From an optimization exercise on the open Yosys and OpenROAD flow, aimed at small area and a short achievable clock period; shortcuts taken in it are not production practice. Where RTL was checked, it was by simulation tests only, not by an equivalence proof against the original.

==> build 59: inputs <==
## fir_xifu_ex_simd
module fir_xifu_ex_simd #(
  parameter int unsigned XLEN    = 32,
  parameter int unsigned MAC_LAT = 3,
  parameter int unsigned ID_W    = 4
) (
  input  logic            clk_i,
  input  logic            rst_i,
  input  logic            clear_i,
  input  logic            in_valid_i,
  output logic            in_ready_o,
  input  logic [1:0]      in_op_i,
  input  logic            in_mode_i,
  input  logic            in_sat_i,
  input  logic [ID_W-1:0] in_id_i,
  input  logic [4:0]      in_rd_i,
  input  logic [4:0]      in_rs1_i,
  input  logic [XLEN-1:0] in_base_i,
  input  logic [11:0]     in_imm_i,
  input  logic [4:0]      in_shamt_i,
  input  logic [XLEN-1:0] op_a_i,
  input  logic [XLEN-1:0] op_b_i,
  input  logic [XLEN-1:0] op_c_i,
  input  logic            commit_valid_i,
  input  logic [ID_W-1:0] commit_id_i,
  input  logic            commit_kill_i,
  input  logic            fwd_we_i,
  input  logic [4:0]      fwd_rd_i,
  input  logic [XLEN-1:0] fwd_result_i,
  output logic            mem_valid_o,
  input  logic            mem_ready_i,
  output logic [31:0]     mem_addr_o,
  output logic            mem_we_o,
  ...
==> flow/config.mk <==
export PLATFORM = sky130hd
export DESIGN_NAME = fir_xifu_ex_simd
export DESIGN_NICKNAME = fir_xifu_ex_simd
export VERILOG_FILES = /design/flow/design.v
export SDC_FILE = /design/flow/constraint.sdc
export NUM_CORES = 4
export LEC_CHECK = 0
export CAP_MARGIN = 20
export CORE_MARGIN = 2
export CORE_UTILIZATION = 40
export SLEW_MARGIN = 20
==> flow/constraint.sdc <==
create_clock -name core_clock -period 12.5 [get_ports {clk_i}]
set_input_delay 2.5000 -clock core_clock [delete_from_list [all_inputs] [get_ports {clk_i}]]
set_output_delay 2.5000 -clock core_clock [all_outputs]
set_load 0.01 [all_outputs]
standard.sh (not shown) runs the stock make flow with config.mk's settings and CLKGATE_MAP_FILE= SYNTH_SCRIPT=/design/flow/synth_recipe.tcl, a recipe that flattens the netlist after the stock synthesis.
==> flow/flow/run.sh <==
#!/bin/bash
set -euo pipefail
bash standard.sh SETUP_SLACK_MARGIN=7.5 "BUFFER_PORTS_ARGS=-buffer_cell sky130_fd_sc_hd__buf_1" finish > standard_flow.log 2>&1
==> build 72 (differences from build 59) <==
--- a/flow/design.v
+++ b/flow/design.v
@@ -427,13 +427,11 @@
   assign {c131, s131} = {c84} + {s108} + {c107};
   wire s132, c132;
   assign {c132, s132} = {d_i[23]} + {c85} + {c108};
   wire [32:0] row0 = {d_i[32], d_i[31], d_i[30], d_i[29], d_i[28], d_i[27], d_i[26], d_i[25], c132, c131, c130, c129, c128, c127, c126, c125, c124, c123, c122, c121, c120, c119, c118, c117, c116, c115, c114, c113, c112, c111, c110, c109, s109};
   wire [32:0] row1 = {1'b0, 1'b0, 1'b0, 1'b0, 1'b0, 1'b0, 1'b0, 1'b0, d_i[24], s132, s131, s130, s129, s128, s127, s126, s125, s124, s123, s122, s121, s120, s119, s118, s117, s116, s115, s114, s113, s112, s111, s110, s86};
-  wire [25:0] lo = {1'b0, row0[24:0]} + {1'b0, row1[24:0]};
-  wire [7:0] hi_inc = row0[32:25] + 1'b1;
-  assign x_o = {lo[25] ? hi_inc : row0[32:25], lo[24:0]};
+  assign x_o = row0 + row1;
 endmodule
 module fir_xifu_ex_simd #(
   parameter int unsigned XLEN    = 32,
   parameter int unsigned MAC_LAT = 3,
   parameter int unsigned ID_W    = 4
@@ -491,10 +489,11 @@
   logic [32:0]     x, c_biased;
   logic            nb_x1, nb_a1, nb_x2, nb_a2;
   logic [2:0]      nb_cnt;
   logic [23:0]     dig_acc, dig_mac0;
   logic            ovf;
+  logic [32:0]     res_exact;
   logic [31:0]     next_addr;
   logic            addr_c12, addr_inc, addr_dec;
   logic [19:0]     addr_ones, addr_zeros;
   assign accept        = st_idle_q & in_valid_i;
   assign is_dotp       = (in_op_i == fir_xifu_pkg::OpDotp);
@@ -568,11 +567,11 @@
   always_ff @(posedge clk_i) begin
     if (accept) begin
       op_q    <= in_op_i;
       rd_q    <= in_rd_i;
       id_q    <= in_id_i;
-      mode8_q <= in_mode_i;
+      mode8_q <= in_mode_i | ~is_dotp;   
       sat_q   <= in_sat_i;
       a_q     <= is_dotp ? op_a_i : (is_mem ? base : 32'd0);
       r_q     <= {op_b_i[23] & ~in_mode_i, op_b_i[7] & ~in_mode_i, op_b_i[31:24],
                   is_dotp ? op_b_i[15:8] : in_imm_i[7:0]};
       if (!is_dotp) r_q[11:8] <= in_imm_i[11:8];
@@ -583,11 +582,11 @@
       if (mode8_q) begin
         a_q[7:0]   <= a_q[15:8];
         a_q[23:16] <= a_q[31:24];
       end
     end else if (st_mac1_q) begin
-      d_q <= mode8_q ? x : {~x[24], x[23:0], r_q[7:0]};
+      d_q <= x;
       a_q <= 32'd0;
     end else if (st_mem_q && mem_ready_i) begin
       d_q <= 33'd0;
       a_q <= next_addr;
     end
@@ -609,9 +608,10 @@
   assign mem_wdata_o     = d_q[31:0];
   assign mem_id_o        = id_q;
   assign out_op_o        = op_q;
   assign out_rd_o        = rd_q;
   assign out_id_o        = id_q;
-  assign ovf             = d_q[32] ^ d_q[31];
-  assign out_result_o    = (sat_q && ovf) ? {d_q[32], {31{~d_q[32]}}} : d_q[31:0];
+  assign res_exact       = mode8_q ? d_q : {~d_q[24], d_q[23:0], r_q[7:0]};
+  assign ovf             = res_exact[32] ^ res_exact[31];
+  assign out_result_o    = (sat_q && ovf) ? {res_exact[32], {31{~res_exact[32]}}} : res_exact[31:0];
   assign out_next_addr_o = a_q;
 endmodule
==> results_dict.tcl <==
set metrics [dict create \
    synth.area.top_cells "edfxtp_1 16%, fa_1 13%, xor2_1 6.4%" \
    inverters 137 \
    multi_input_gates 1562 \
    crit_end "d_q[28]" \
    yosys.area_share.simple_pct 12.6 \
    coreArea_um2 45300 \
    final_cell_mix "353 x buf_1, 240 x nand2_1, 127 x inv_1" \
    vias 17829 \
    outcome "complete, no violations" \
    yosysUniqueCellTypes 80 \
    max_stage_delay_ns 0.52 \
]
-- figures above: build 59

==> results_dict.tcl <==
set metrics [dict create \
    yosys.area_share.simple_pct 11.6 \
    outcome "complete, no violations" \
    inverters 134 \
    vias 17197 \
    synth.area.top_cells "edfxtp_1 16%, fa_1 13%, xor2_1 6.4%" \
    coreArea_um2 45400 \
    crit_end "d_q[30]" \
]
-- figures above: build 72

The RTL of build 59 was laid out without a check of its function.

re-timing with driven ports:
The flow's constraints put no driver on any port. The routed layouts listed below were extracted and timed again, unchanged, in two steps.
Step 1 (the two cells are an assumption about what drives the block):
set clk [get_ports {clk_i}]
set_driving_cell -lib_cell sky130_fd_sc_hd__clkbuf_16 $clk
set_driving_cell -lib_cell sky130_fd_sc_hd__buf_2 [delete_from_list [all_inputs] $clk]
Step 2, shift: input delay + t, output delay - t, t = (earliest + latest rising clock arrival at the registers) / 2. This alone moves slack from input paths to output paths.
a / b / c = ideal / step 1 / step 2; a / b = the first two.
run | t, ns | setup WS [ns] | worst slew at a driven data input, ns
build 59 | 0.501 | 7.019 / 7.019 / 6.619 | 0.08
build 72 | 0.489 | 7.083 / 7.083 / 6.826 | 0.13
After both steps setup and hold are still met in every run listed. For build 59, which loses most, drivers alone change the setup slack by 0.000 ns; drivers and shift together by -0.400 ns.
